From an optimization exercise on the open Yosys and OpenROAD flow, aimed at small area; shortcuts taken in it are not production practice.
The RTL was checked by simulation tests, not by an equivalence proof against the original design.
No activity file was given, so power comes from the tool's default toggle rates.

==> v29: inputs <==
==> flow/design.v <==
package data_memory_pkg;
    localparam int unsigned DefDataWidth = 32;
    localparam int unsigned DefDepth     = 64;
    localparam int unsigned DefAddrWidth = $clog2(DefDepth);
endpackage
module data_memory #(
    parameter int unsigned DATA_WIDTH = data_memory_pkg::DefDataWidth,
    parameter int unsigned DEPTH      = data_memory_pkg::DefDepth
) (
    input  logic                  clk,
    input  logic                  reset,
    input  logic                  Mem_read,
    input  logic                  Mem_write,
    input  logic [31:0]           addr,
    input  logic [DATA_WIDTH-1:0] write_data,
    output logic [DATA_WIDTH-1:0] Read_data
);
    localparam int unsigned AddrWidth = $clog2(DEPTH);
    localparam int unsigned LoWidth   = AddrWidth / 2;
    localparam int unsigned HiWidth   = AddrWidth - LoWidth;
    localparam int unsigned LoCount   = 1 << LoWidth;
    localparam int unsigned HiCount   = 1 << HiWidth;
    logic                  in_range;
    logic                  wr_en;
    logic                  rd_en;
    logic [LoWidth-1:0]    lo_idx;
    logic [HiWidth-1:0]    hi_idx;
    logic [LoCount-1:0]    lo_wr;
    logic [LoCount-1:0]    lo_rd;
    logic [HiCount-1:0]    hi;
    logic [1:0]            we   [DEPTH];
    logic [1:0]            we_n [DEPTH];
    logic [1:0]            rsel [DEPTH];
    logic [DATA_WIDTH-1:0] q [DEPTH];
    assign in_range = (addr < 32'(DEPTH));
    assign wr_en    = Mem_write & in_range;
    assign rd_en    = Mem_read & in_range;
    assign lo_idx   = addr[LoWidth-1:0];
    assign hi_idx   = addr[AddrWidth-1:LoWidth];
    always_comb begin
        for (int i = 0; i < int'(LoCount); i++) begin
            lo_wr[i]   = wr_en & (lo_idx == LoWidth'(i));
            lo_rd[i]   = rd_en & (lo_idx == LoWidth'(i));
        end
        for (int i = 0; i < int'(HiCount); i++) begin
            hi[i]   = (hi_idx == HiWidth'(i));
        end
    end
    for (genvar w = 0; w < int'(DEPTH); w++) begin : g_ctl
        data_memory_ctl u_ctl (
            .clk     (clk),
            .reset   (reset),
            .lo_wr   (lo_wr[w % LoCount]),
            .lo_rd   (lo_rd[w % LoCount]),
            .hi      (hi[w / LoCount]),
            .we      (we[w]),
            .we_n    (we_n[w]),
            .rsel    (rsel[w])
        );
    end
    for (genvar w = 0; w < int'(DEPTH); w++) begin : g_word
        for (genvar b = 0; b < int'(DATA_WIDTH); b++) begin : g_bit
            data_memory_bit u_bit (
                .clk  (clk),
                .we   (we[w][b / (DATA_WIDTH / 2)]),
                .we_n (we_n[w][b / (DATA_WIDTH / 2)]),
                .wd   (write_data[b]),
                .q    (q[w][b])
            );
        end
    end
    for (genvar b = 0; b < int'(DATA_WIDTH); b++) begin : g_rd
        logic [DEPTH-1:0] col;
        logic [DEPTH-1:0] sel;
        for (genvar w = 0; w < int'(DEPTH); w++) begin : g_col
            assign col[w] = q[w][b];
            assign sel[w] = rsel[w][b / (DATA_WIDTH / 2)];
        end
        data_memory_rdbit #(.DEPTH(DEPTH)) u_rd (
            .sel (sel),
            .d   (col),
            .y   (Read_data[b])
        );
    end
endmodule
module data_memory_ctl (
    input  logic       clk,
    input  logic       reset,
    input  logic       lo_wr,
    input  logic       lo_rd,
    input  logic       hi,
    output logic [1:0] we,
    output logic [1:0] we_n,
    output logic [1:0] rsel
);
    logic valid;
    always_ff @(posedge clk or negedge reset) begin
        if (!reset) begin
            valid <= 1'b0;
        end else begin
            valid <= valid | we[0];
        end
    end
    for (genvar h = 0; h < 2; h++) begin : g_half
        data_memory_sel u_sel (
            .lo_wr   (lo_wr),
            .lo_rd   (lo_rd),
            .hi      (hi),
            .valid   (valid),
            .we      (we[h]),
            .we_n    (we_n[h]),
            .rsel    (rsel[h])
        );
    end
endmodule
module data_memory_sel (
    input  logic lo_wr,
    input  logic lo_rd,
    input  logic hi,
    input  logic valid,
    output logic we,
    output logic we_n,
    output logic rsel
);
    assign we   = lo_wr & hi;
    assign we_n = ~(lo_wr & hi);
    assign rsel = lo_rd & hi & valid;
endmodule
module data_memory_bit (
    input  logic clk,
    input  logic we,
    input  logic we_n,
    input  logic wd,
    output logic q
);
    always_ff @(posedge clk) begin
        q <= (we & wd) | (we_n & q);
    end
endmodule
module data_memory_rdbit #(
    parameter int unsigned DEPTH = 64
) (
    input  logic [DEPTH-1:0] sel,
    input  logic [DEPTH-1:0] d,
    output logic             y
);
    localparam int unsigned Full   = DEPTH / 3;
    localparam int unsigned Rest   = DEPTH % 3;
    localparam int unsigned Groups = Full + (Rest != 0 ? 1 : 0);
    logic [Groups-1:0] grp_n;
    for (genvar g = 0; g < int'(Full); g++) begin : g_grp
        data_memory_aoi3 u_aoi (
            .s   (sel[3*g +: 3]),
            .d   (d[3*g +: 3]),
            .y_n (grp_n[g])
        );
    end
    if (Rest != 0) begin : g_rest
        assign grp_n[Groups-1] = ~|(sel[DEPTH-1 -: Rest] & d[DEPTH-1 -: Rest]);
    end
    assign y = ~&grp_n;
endmodule
module data_memory_aoi3 (
    input  logic [2:0] s,
    input  logic [2:0] d,
    output logic       y_n
);
    assign y_n = ~|(s & d);
endmodule
==> flow/run.sh <==
#!/bin/bash
# synth_recipe.tcl (not shown) runs the flow's synth.tcl, then flattens the netlist and writes it again
# the make line also repeats each setting of config.mk as NAME=value (left out here)
make -C /OpenROAD-flow-scripts/flow DESIGN_CONFIG=/design/flow/config.mk WORK_HOME=/design/flow/orfs CLKGATE_MAP_FILE= SYNTH_SCRIPT=/design/flow/synth_recipe.tcl finish
==> flow/config.mk <==
export PLATFORM = sky130hd
export DESIGN_NAME = data_memory
export DESIGN_NICKNAME = data_memory
export VERILOG_FILES = /design/flow/design.v
export SDC_FILE = /design/flow/constraint.sdc
export NUM_CORES = 4
export LEC_CHECK = 0
export CAP_MARGIN = 20
export CORE_MARGIN = 2
export CORE_UTILIZATION = 70
export CTS_BUF_LIST = sky130_fd_sc_hd__clkbuf_8
export CTS_CLUSTER_DIAMETER = 60
export CTS_CLUSTER_SIZE = 16
export SLEW_MARGIN = 20
export SYNTH_HIERARCHICAL = 1
export SYNTH_MINIMUM_KEEP_SIZE = 0
==> flow/constraint.sdc <==
create_clock -name core_clock -period 10.0 [get_ports {clk}]
set_input_delay 2.0000 -clock core_clock [delete_from_list [all_inputs] [get_ports {clk}]]
set_output_delay 2.0000 -clock core_clock [all_outputs]
set_load 0.01 [all_outputs]
==> v19: changes against v29 <==
==> flow/design.v, changed modules only <==
module data_memory #(
    parameter int unsigned DATA_WIDTH = data_memory_pkg::DefDataWidth,
    parameter int unsigned DEPTH      = data_memory_pkg::DefDepth
) (
    input  logic                  clk,
    input  logic                  reset,
    input  logic                  Mem_read,
    input  logic                  Mem_write,
    input  logic [31:0]           addr,
    input  logic [DATA_WIDTH-1:0] write_data,
    output logic [DATA_WIDTH-1:0] Read_data
);
    localparam int unsigned AddrWidth = $clog2(DEPTH);
    logic [DATA_WIDTH-1:0] mem [DEPTH];
    logic                  in_range;
    logic [AddrWidth-1:0]  idx;
    assign in_range = (addr < 32'(DEPTH));
    assign idx      = addr[AddrWidth-1:0];
    always_ff @(posedge clk or negedge reset) begin
        if (!reset) begin
            for (int i = 0; i < int'(DEPTH); i++) begin
                mem[i] <= '0;
            end
        end else if (Mem_write && in_range) begin
            mem[idx] <= write_data;
        end
    end
    always_comb begin
        Read_data = '0;
        if (reset && Mem_read && in_range) begin
            Read_data = mem[idx];
        end
    end
endmodule
// module data_memory_ctl removed
// module data_memory_sel removed
// module data_memory_bit removed
// module data_memory_rdbit removed
// module data_memory_aoi3 removed
==> flow/config.mk (replaced) <==
export PLATFORM = sky130hd
export DESIGN_NAME = data_memory
export DESIGN_NICKNAME = data_memory
export VERILOG_FILES = /design/flow/design.v
export SDC_FILE = /design/flow/constraint.sdc
export NUM_CORES = 4
export LEC_CHECK = 0
export CAP_MARGIN = 20
export CORE_MARGIN = 2
export CORE_UTILIZATION = 25
export SLEW_MARGIN = 20
==> v24: changes against v29 <==
==> flow/design.v, changed modules only <==
module data_memory #(
    parameter int unsigned DATA_WIDTH = data_memory_pkg::DefDataWidth,
    parameter int unsigned DEPTH      = data_memory_pkg::DefDepth
) (
    input  logic                  clk,
    input  logic                  reset,
    input  logic                  Mem_read,
    input  logic                  Mem_write,
    input  logic [31:0]           addr,
    input  logic [DATA_WIDTH-1:0] write_data,
    output logic [DATA_WIDTH-1:0] Read_data
);
    localparam int unsigned AddrWidth = $clog2(DEPTH);
    logic                  in_range;
    logic [AddrWidth-1:0]  idx;
    logic [DEPTH-1:0]      dec;
    logic [DEPTH-1:0]      we;
    logic [DEPTH-1:0]      we_n;
    logic [DEPTH-1:0]      valid;
    logic [DEPTH-1:0]      rsel;
    logic [DATA_WIDTH-1:0] q [DEPTH];
    assign in_range = (addr < 32'(DEPTH));
    assign idx      = addr[AddrWidth-1:0];
    always_comb begin
        for (int i = 0; i < int'(DEPTH); i++) begin
            dec[i] = (idx == AddrWidth'(i));
        end
    end
    assign we   = {DEPTH{Mem_write & in_range}} & dec;
    assign we_n = ~we;
    always_ff @(posedge clk or negedge reset) begin
        if (!reset) begin
            valid <= '0;
        end else begin
            valid <= valid | we;
        end
    end
    assign rsel = {DEPTH{Mem_read & in_range}} & dec & valid;
    for (genvar w = 0; w < int'(DEPTH); w++) begin : g_word
        for (genvar b = 0; b < int'(DATA_WIDTH); b++) begin : g_bit
            data_memory_bit u_bit (
                .clk  (clk),
                .we   (we[w]),
                .we_n (we_n[w]),
                .wd   (write_data[b]),
                .q    (q[w][b])
            );
        end
    end
    for (genvar b = 0; b < int'(DATA_WIDTH); b++) begin : g_rd
        logic [DEPTH-1:0] col;
        for (genvar w = 0; w < int'(DEPTH); w++) begin : g_col
            assign col[w] = q[w][b];
        end
        data_memory_rdbit #(.DEPTH(DEPTH)) u_rd (
            .sel (rsel),
            .d   (col),
            .y   (Read_data[b])
        );
    end
endmodule
// module data_memory_ctl removed
// module data_memory_sel removed
--- a/flow/config.mk
+++ b/flow/config.mk
@@ -9,6 +9,3 @@
 export CORE_MARGIN = 2
-export CORE_UTILIZATION = 70
-export CTS_BUF_LIST = sky130_fd_sc_hd__clkbuf_8
-export CTS_CLUSTER_DIAMETER = 60
-export CTS_CLUSTER_SIZE = 16
+export CORE_UTILIZATION = 25
 export SLEW_MARGIN = 20
==> impl_metrics.json <==
{
  "outcome": "timing/DRC/antenna clean",
  "cp_num_buf_inv": 6,
  "area_share_clock_buf_inv": 0.08145,
  "fmax_ghz": 0.1134,
  "multi_input_area_share": 0.3401,
  "pwr-share-seq": 0.503,
  "switching_share": 0.2234,
  "dr.pass1.iters": 10,
  "synth-async-reset-ratio": 0.03030
}
-- figures above: v24

==> impl_metrics.json <==
{
  "switching_share": 0.2240,
  "synth-async-reset-ratio": 0.03030,
  "fmax_ghz": 0.1097,
  "pwr-share-seq": 0.652,
  "cp_num_buf_inv": 4,
  "drtIter0Drc": 13704,
  "post_cts_buffers": 0,
  "dr.pass1.iters": 10,
  "outcome": "timing/DRC/antenna clean"
}
-- figures above: v29

==> impl_metrics.json <==
{
  "synth-async-reset-ratio": 1.000,
  "area_share_clock_buf_inv": 0.06861,
  "globalplace.congestion": 0.9356,
  "worstRegToRegCells": 1,
  "dr.pass1.iters": 6,
  "top_regs": "mem (2048)",
  "outcome": "timing/DRC/antenna clean"
}
-- figures above: v19

## static timing again, ports no longer ideal
No port has a modelled driver above. Below, the same layouts with a new extraction and two added sets of constraints. Step 1: set_driving_cell puts a clkbuf_16 on clk and a buf_2 on each other input, an assumption about the parent block. Step 2 also shifts input and output timing later by t, the mid clock arrival at the registers, as if the neighbouring blocks saw the same clock. Slacks: ideal ports / drivers / drivers and shift; pairs: ideal ports / drivers.
run | shift t [ns] | setup slack, ns | hold slack, ns | clock arrival spread, ns | worst register clock-pin slew, ns
v29 | 0.980 | 0.881 / 0.847 / 0.847 | 0.478 / 0.478 / 0.478 | 0.049 / 0.049 | 0.11 / 0.11
v19 | 0.977 | 0.897 / 0.813 / 0.813 | 0.485 / 0.485 / 0.485 | 0.072 / 0.072 | 0.07 / 0.07
v24 | 0.962 | 1.184 / 0.977 / 0.977 | 0.464 / 0.464 / 0.464 | 0.098 / 0.097 | 0.07 / 0.07
After both steps every run listed still meets setup and hold. For v24, which loses most, drivers alone change the setup slack by -0.207 ns; drivers and shift together by -0.207 ns.
